What follows belongs to an exercise in optimizing a design on an open flow for small area, a short achievable clock period and few clock cycles per item; a production flow would make more cautious choices.
Only simulation tests tie the RTL to the original design; equivalence was not proved.

==> wip/quartz <==
Design midpoint_ellipse_rasterizer_core, start of the top module:
module midpoint_ellipse_rasterizer_core
#(
   parameter int RADIUS_BITS = 10
)(
   input  wire logic                 clock,
   input  wire logic                 reset,
   input  wire logic                 req_valid,
   output logic                      req_stall,
   input  wire logic                 req_restart,
   output logic                      rsp_valid,
   input  wire logic                 rsp_stall,
   output logic signed [12:0]        rsp_pixel_x,
   output logic signed [12:0]        rsp_pixel_y,
   output logic                      rsp_last_of_step,
   output logic                      rsp_finished,
   input  wire logic                 csr_write_en,
   input  wire logic        [1:0]    csr_index,
   input  wire logic        [11:0]   csr_write_data
);
Settings: LEC_CHECK=0, CAP_MARGIN=20, CORE_MARGIN=2, CORE_UTILIZATION=70, SLEW_MARGIN=20; clock period 11.0 ns.
run.sh (not shown) runs the stock make flow with config.mk's settings and CLKGATE_MAP_FILE= SYNTH_SCRIPT=/design/flow/synth_recipe.tcl, a recipe that flattens the netlist after the stock synthesis.
==> inputs of wip/maple, as changes to wip/quartz <==
--- a/flow/design.v
+++ b/flow/design.v
@@ -141,64 +141,73 @@
    end
    logic [3:0]     phs;              
    logic           rq_v, rq_rs;      
    logic           rsb;              
    logic           seq_v;            
    logic [4:0]     seq_k;            
    logic           c_s1, c_s2, c_tra, c_trb, c_trc, c_sq, c_ld, c_pr;
-   logic           c_f1, c_done, c_first, c_prf, c_prl;
+   logic           c_f1, c_done, c_fin, c_first, c_prf, c_prl;
    logic           dx1, dx0, qy1, qy0;    
-   logic           r2, complete, cmp;
+   logic           r2, complete, cmp, sgn;
    logic [9:0]     x, y;
    logic [RW-1:0]  dr, pr, qr;       
    logic [2*W-1:0] xr, yr;           
    logic           dcs, dcc, qcs, qcc, pcc, ccs, ccc;
    logic [1:0]     dtop, qtop;
    logic           em_act, em_dn, ov;
    logic [1:0]     em_q;
    wire p0 = phs[0], p1 = phs[1], p2 = phs[2], p3 = phs[3];
    wire r1 = !r2;
+   wire mb1 = !sgn;                
+   wire a2  = sgn;                 
    wire [W-1:0] dh = dr[W-1:0];
    wire [W-1:0] ph_ = pr[W-1:0];
    wire [W-1:0] qh = qr[W-1:0];
    wire [W-1:0] xh = xr[W-1:0], xo = xr[2*W-1:W];
    wire [W-1:0] yh = yr[W-1:0], yo = yr[2*W-1:W];
    logic lo_ok, hi_ok;               
    wire [W-1:0] x0 = lo_ok ? xh : '0;
    wire [W-1:0] x2 = {lo_ok ? xh[W-3:0] : 8'd0, hi_ok ? xo[W-1:W-2] : 2'd0};
    wire [W-1:0] x3 = {lo_ok ? xh[W-4:0] : 7'd0, hi_ok ? xo[W-1:W-3] : 3'd0};
    wire [W-1:0] x4 = {lo_ok ? xh[W-5:0] : 6'd0, hi_ok ? xo[W-1:W-4] : 4'd0};
    wire [W-1:0] y0 = lo_ok ? yh : '0;
    wire [W-1:0] y2 = {lo_ok ? yh[W-3:0] : 8'd0, hi_ok ? yo[W-1:W-2] : 2'd0};
    wire [W-1:0] y3 = {lo_ok ? yh[W-4:0] : 7'd0, hi_ok ? yo[W-1:W-3] : 3'd0};
+   wire [W-1:0] rx0 = p0 ? rx_q : '0;
+   wire [W-1:0] ry0 = p0 ? ry_q : '0;
+   wire [W-1:0] rx1 = p0 ? {rx_q[8:0], 1'b0} : (p1 ? {9'd0, rx_q[9]} : '0);
+   wire [W-1:0] ry1 = p0 ? {ry_q[8:0], 1'b0} : (p1 ? {9'd0, ry_q[9]} : '0);
    wire [W-1:0] qsr = {p3 ? qh[W-1] : qr[W], qh[W-1:1]};      
    wire [W-1:0] d4s = {dh[W-3:0], p0 ? 2'b00 : dtop};        
    wire [W-1:0] q4s = {qh[W-3:0], p0 ? 2'b00 : qtop};        
-   logic e_dh, e_d4, e_qh, e_q4, e_pr1, e_pr0;
-   logic g_rx1a, g_rx1b, g_rx0, g_ry1a, g_ry1b, g_ry0;
-   logic e_pk, e_qn3;
+   logic e_dh, e_d4, e_qh, e_q4, e_rx1, e_rx0, e_ry1, e_ry0, e_pr1, e_pr0;
+   logic e_pk, e_qn3, e_qp3;
    function automatic logic [W-1:0] gate(input logic [W-1:0] v, input logic e);
       gate = v & {W{e}};
    endfunction
-   logic e_dq, e_dp, e_dnp, e_y3, e_qx3, e_ax, e_by;
+   wire e_dq  = (c_s1 && mb1) || c_s2;          
+   wire e_dp  = c_s1 && !mb1;                   
+   wire e_dnp = (c_s2 && !a2) || c_tra;         
+   wire e_y3  = c_s1 || (c_s2 && a2) || c_f1;   
+   wire e_qx3 = (c_s1 && mb1) || c_s2 || e_qp3;  
    wire [W-1:0] d_src = gate(dh, e_dh) | gate(d4s, e_d4);
    wire [W-1:0] d_a   = gate(qh, e_dq) | gate(qsr, c_tra) | gate(y2, c_trb || c_f1)
-                      | gate({rx_q[8:0], 1'b0}, g_rx1a) | gate({9'd0, rx_q[9]}, g_rx1b) | gate(~x3, e_pr1);
+                      | gate(rx1, e_rx1) | gate(~x3, e_pr1);
    wire [W-1:0] d_b   = gate(ph_, e_dp) | gate(~ph_, e_dnp) | gate(~x0, c_trb)
-                      | gate(~y0, c_trc) | gate(x0, c_f1) | gate(rx_q, g_rx0)
+                      | gate(~y0, c_trc) | gate(x0, c_f1) | gate(rx0, e_rx0)
                       | gate(~x2, e_pr0);
    wire         d_cs  = e_pr1;
    wire         d_cc  = e_dnp || c_trb || e_pr0;
    wire [W-1:0] p_src = gate(ph_, e_pk);
    wire [W-1:0] p_a   = gate(y3, e_y3) | gate(~y2, c_tra) | gate(y2, c_prf);
    wire         p_cc  = c_tra;
    wire [W-1:0] q_src = gate(qh, e_qh) | gate(q4s, e_q4);
-   wire [W-1:0] q_a   = gate(y3, e_y3) | gate(~y2, c_tra) | gate({ry_q[8:0], 1'b0}, g_ry1a) | gate({9'd0, ry_q[9]}, g_ry1b)
+   wire [W-1:0] q_a   = gate(y3, e_y3) | gate(~y2, c_tra) | gate(ry1, e_ry1)
                       | gate(~x4, e_pr1);
-   wire [W-1:0] q_b   = gate(x3, e_qx3) | gate(x2, c_tra) | gate(ry_q, g_ry0)
+   wire [W-1:0] q_b   = gate(x3, e_qx3) | gate(x2, c_tra) | gate(ry0, e_ry0)
                       | gate(~x3, e_qn3) | gate(y2, c_f1);
    wire         q_cs  = e_pr1;
    wire         q_cc  = c_tra || e_qn3;
    logic [W-1:0] dn, pn, qn, cn;
    logic         dn_cs, dn_cc, pn_cc, qn_cs, qn_cc, cn_cs, cn_cc, dz, qz_u, cz_u;
    mer_add3 #(.N(W)) u_dadd (
       .a (d_src), .b (d_a), .c (d_b),
@@ -210,15 +219,15 @@
       .s (pn), .co (pn_cc)
    );
    mer_add3 #(.N(W)) u_qadd (
       .a (q_src), .b (q_a), .c (q_b),
       .cs (p0 ? q_cs : qcs), .cc (p0 ? q_cc : qcc),
       .s (qn), .cos (qn_cs), .coc (qn_cc), .z (qz_u)
    );
-   wire [W-1:0] c_b = ~gate(x3, e_dp);
+   wire [W-1:0] c_b = ~(mb1 ? '0 : x3);
    mer_add3 #(.N(W)) u_cmp (
       .a (qh), .b (~y2), .c (c_b),
       .cs (p0 ? 1'b0 : ccs), .cc (p0 ? 1'b1 : ccc),
       .s (cn), .cos (cn_cs), .coc (cn_cc), .z (cz_u)
    );
    wire cmp_n = c_s1 ? !cn[W-1] : cmp;    
    always_ff @(posedge clock) begin
@@ -233,69 +242,63 @@
       qcs  <= qn_cs;
       qcc  <= qn_cc;
       ccs  <= cn_cs;
       ccc  <= cn_cc;
       dtop <= dh[W-1:W-2];
       qtop <= qh[W-1:W-2];
       if (p3) begin
+         sgn <= dn[W-1];
          cmp <= cmp_n;
       end
       if (p0 && c_first && c_sq) cmp <= 1'b0;
    end
    wire free    = !ov || !rsp_stall;
    wire em_last = em_act && (em_dn || em_q == 2'd3);
    wire idle_n  = !em_act || (em_last && free);
    wire rq_n    = rq_v || (req_valid && !req_stall);
    wire rs_n    = rq_v ? rq_rs : req_restart;
    wire yz      = (y == 10'd0);
-   logic b_idle, b_w1, b_w2, b_dn;
-   logic b_sq, b_ld, b_pr, b_prf, b_prl, b_f1, b_trb, b_trc, b_last;
-   always_ff @(posedge clock) begin
-      g_rx1a <= p3 && n_sq && n_dx1;
-      g_rx1b <= g_rx1a;
-      g_rx0  <= p3 && n_sq && n_dx0;
-      g_ry1a <= p3 && n_sq && n_qy1;
-      g_ry1b <= g_ry1a;
-      g_ry0  <= p3 && n_sq && n_qy0;
-   end
-   always_ff @(posedge clock) begin
-      b_idle <= !seq_v;
-      b_w1   <= !seq_v && !complete && !r2;
-      b_w2   <= !seq_v && !complete && r2 && !yz;
-      b_dn   <= !seq_v && (complete || (r2 && yz));
-      b_sq   <= seq_v && (seq_k >= 5'd1) && (seq_k <= 5'd4);
-      b_ld   <= seq_v && (seq_k == 5'd5);
-      b_pr   <= seq_v && (seq_k >= 5'd6) && (seq_k <= 5'd10);
-      b_prf  <= seq_v && (seq_k == 5'd6);
-      b_prl  <= seq_v && (seq_k == 5'd10);
-      b_f1   <= seq_v && (seq_k == 5'd11);
-      b_trb  <= seq_v && (seq_k == 5'd24);
-      b_trc  <= seq_v && (seq_k == 5'd25);
-      b_last <= seq_v && (seq_k == 5'd11 || seq_k == 5'd25);
-   end
-   wire go    = rq_n && idle_n;
-   wire n_rs  = b_idle && go && rs_n;
-   wire stp   = go && !rs_n;
-   wire n_s1  = b_w1 && stp && !cmp_n;
-   wire n_tra = b_w1 && stp && cmp_n;
-   wire n_s2  = b_w2 && stp;
-   wire n_done = b_dn && stp;
-   wire n_sq  = b_sq || n_rs;
-   wire n_first = n_rs;
-   wire n_ld  = b_ld;
-   wire n_pr  = b_pr;
-   wire n_prf = b_prf;
-   wire n_prl = b_prl;
-   wire n_f1  = b_f1;
-   wire n_trb = b_trb;
-   wire n_trc = b_trc;
-   wire n_last = b_last;
-   logic n_dx1, n_dx0, n_qy1, n_qy0;
+   logic n_s1, n_s2, n_tra, n_sq, n_ld, n_pr, n_f1, n_trb, n_trc, n_done, n_fin;
+   logic n_first, n_rs, n_dx1, n_dx0, n_qy1, n_qy0, n_last, n_prf, n_prl;
    logic [3:0] jb;
    always_comb begin
+      n_s1 = 1'b0; n_s2 = 1'b0; n_tra = 1'b0; n_sq = 1'b0; n_pr = 1'b0; n_f1 = 1'b0;
+      n_trb = 1'b0; n_trc = 1'b0; n_done = 1'b0; n_fin = 1'b0;
+      n_first = 1'b0; n_rs = 1'b0; n_last = 1'b0; n_ld = 1'b0; n_prf = 1'b0; n_prl = 1'b0;
+      if (seq_v) begin
+         case (seq_k)
+            5'd1, 5'd2, 5'd3, 5'd4:     n_sq = 1'b1;
+            5'd5:                       n_ld = 1'b1;
+            5'd6: begin                 n_pr = 1'b1; n_prf = 1'b1; end
+            5'd7, 5'd8, 5'd9:           n_pr = 1'b1;
+            5'd10: begin                n_pr = 1'b1; n_prl = 1'b1; end
+            5'd11: begin                n_f1 = 1'b1; n_last = 1'b1; end
+            5'd24:                      n_trb = 1'b1;
+            default: begin              n_trc = 1'b1; n_last = 1'b1; end
+         endcase
+      end else if (rq_n && idle_n) begin
+         if (rs_n) begin
+            n_sq    = 1'b1;
+            n_first = 1'b1;
+            n_rs    = 1'b1;
+         end else if (complete) begin
+            n_done = 1'b1;
+         end else if (r2) begin
+            if (yz) begin
+               n_done = 1'b1;
+               n_fin  = 1'b1;
+            end else begin
+               n_s2 = 1'b1;
+            end
+         end else if (cmp_n) begin
+            n_tra = 1'b1;
+         end else begin
+            n_s1 = 1'b1;
+         end
+      end
       case (seq_v ? seq_k : 5'd0)
          5'd0, 5'd6:  jb = 4'd8;
          5'd1, 5'd7:  jb = 4'd6;
          5'd2, 5'd8:  jb = 4'd4;
          5'd3, 5'd9:  jb = 4'd2;
          default:     jb = 4'd0;
       endcase
@@ -327,28 +330,27 @@
          c_sq     <= 1'b0;
          c_pr     <= 1'b0;
          c_f1     <= 1'b0;
          c_ld     <= 1'b0;
          c_prf    <= 1'b0;
          c_prl    <= 1'b0;
          c_done   <= 1'b0;
+         c_fin    <= 1'b0;
          c_first  <= 1'b0;
          e_dh     <= 1'b1;
          e_d4     <= 1'b0;
          e_qh     <= 1'b1;
          e_q4     <= 1'b0;
          e_pk     <= 1'b1;
          e_qn3    <= 1'b0;
-         e_dq     <= 1'b0;
-         e_dp     <= 1'b0;
-         e_dnp    <= 1'b0;
-         e_y3     <= 1'b0;
-         e_qx3    <= 1'b0;
-         e_ax     <= 1'b0;
-         e_by     <= 1'b0;
+         e_qp3    <= 1'b0;
+         e_rx1    <= 1'b0;
+         e_rx0    <= 1'b0;
+         e_ry1    <= 1'b0;
+         e_ry0    <= 1'b0;
          e_pr1    <= 1'b0;
          e_pr0    <= 1'b0;
       end else begin
          phs   <= {phs[2:0], phs[3]};
          lo_ok <= p3 || p0;
          hi_ok <= p0 || p1;
          if (req_valid && !req_stall) begin
@@ -365,28 +367,27 @@
             c_sq    <= n_sq;
             c_pr    <= n_pr;
             c_f1    <= n_f1;
             c_ld    <= n_ld;
             c_prf   <= n_prf;
             c_prl   <= n_prl;
             c_done  <= n_done;
+            c_fin   <= n_fin;
             c_first <= n_first;
             e_dh    <= !(n_sq || n_ld || n_pr);
             e_d4    <= n_pr || (n_sq && !n_first);
             e_qh    <= !(n_sq || n_ld || n_pr);
             e_q4    <= n_pr || (n_sq && !n_first);
             e_pk    <= !n_ld;
             e_qn3   <= n_pr && n_qy0 && !n_prl;
-            e_dq    <= (n_s1 && !dn[W-1]) || n_s2;
-            e_dp    <= n_s1 && dn[W-1];
-            e_dnp   <= (n_s2 && !dn[W-1]) || n_tra;
-            e_y3    <= n_s1 || (n_s2 && dn[W-1]) || n_f1;
-            e_qx3   <= (n_s1 && !dn[W-1]) || n_s2 || (n_prl && !n_qy0);
-            e_ax    <= n_s1 || dn[W-1];
-            e_by    <= n_s2 || !dn[W-1];
+            e_qp3   <= n_prl && !n_qy0;
+            e_rx1   <= n_sq && n_dx1;
+            e_rx0   <= n_sq && n_dx0;
+            e_ry1   <= n_sq && n_qy1;
+            e_ry0   <= n_sq && n_qy0;
             e_pr1   <= n_pr && n_qy1;
             e_pr0   <= n_pr && n_qy0;
             if (seq_v) begin
                seq_k <= seq_k + 5'd1;
                if (n_last) seq_v <= 1'b0;
             end
             if (n_rs) begin
@@ -402,28 +403,28 @@
             end
          end
          if (p0) begin
             if (c_sq && c_first) begin
                r2       <= 1'b0;
                complete <= (ry_q == 10'd0);
             end
-            if (c_done) complete <= 1'b1;
+            if (c_done && c_fin) complete <= 1'b1;
          end
       end
    end
    always_ff @(posedge clock) begin
       if (p3) begin
          dx1 <= n_dx1;
          dx0 <= n_dx0;
          qy1 <= n_qy1;
          qy0 <= n_qy0;
       end
    end
-   wire       ax = e_ax;               
-   wire       by = e_by;               
+   wire       ax = c_s1 || a2;         
+   wire       by = c_s2 || mb1;        
    logic [9:0] xinc, ydec, xall, ynone;
    always_comb begin
       xall[0]  = 1'b1;
       ynone[0] = 1'b1;
       for (int i = 1; i < 10; i++) begin
          xall[i]  = xall[i-1] & x[i-1];
          ynone[i] = ynone[i-1] & ~y[i-1];
==> impl_metrics.env <==
export IMPL_seq_area_frac_synth_pct=45.7
export IMPL_setup_slack_ps=6470
export IMPL_power_switching_mw=0.812
export IMPL_fin_hold_ws_ps=324
export IMPL_status="no timing/DRC/antenna violations"
export IMPL_synth_area_um2=15200
export IMPL_period_share_pct=41.2
export IMPL_seq_power_mw=1.53
export IMPL_drt_first_iter_violations=1532
export IMPL_grt_max_degree=90
Source of the figures above: wip/quartz

==> impl_metrics.env <==
export IMPL_drc=0
export IMPL_fin_hold_ws_ps=325
export IMPL_period_share_pct=45.6
export IMPL_status="no timing/DRC/antenna violations"
export IMPL_seq_area_frac_synth_pct=45.0
export IMPL_setup_slack_ps=5980
export IMPL_grt_max_degree=85
export IMPL_power_switching_mw=0.799
export IMPL_multi_input_area_share_pct=45.3
export IMPL_drt_first_iter_violations=1444
Source of the figures above: wip/maple

Testbench counts of wip/quartz, summed over its fixed seeds: cycles 106,964, items 102,668.
Testbench counts of wip/maple, summed over its fixed seeds: cycles 106,964, items 102,668.

-- port drivers added, routing unchanged --
In the flow no input, the clock included, has a driving cell. The finished layouts below were timed again as built, in two steps.
Step 1 sets driving cells, clkbuf_16 on the clock port and buf_2 on the other inputs (assumed; they add their load-dependent delay and slew).
Step 2, shift: input delay + t, output delay - t, t = (earliest + latest rising clock arrival at the registers) / 2. This alone moves slack from input paths to output paths.
a / b / c = ideal ports / drivers / drivers and shift; a / b = the first two.
run | t (ns) | setup slack, ns | latest minus earliest clock arrival (ns)
wip/quartz | 0.610 | 6.473 / 6.473 / 6.473 | 0.021 / 0.022
wip/maple | 0.560 | 5.980 / 5.980 / 5.980 | 0.022 / 0.023
After both steps setup and hold are still met in every run listed.
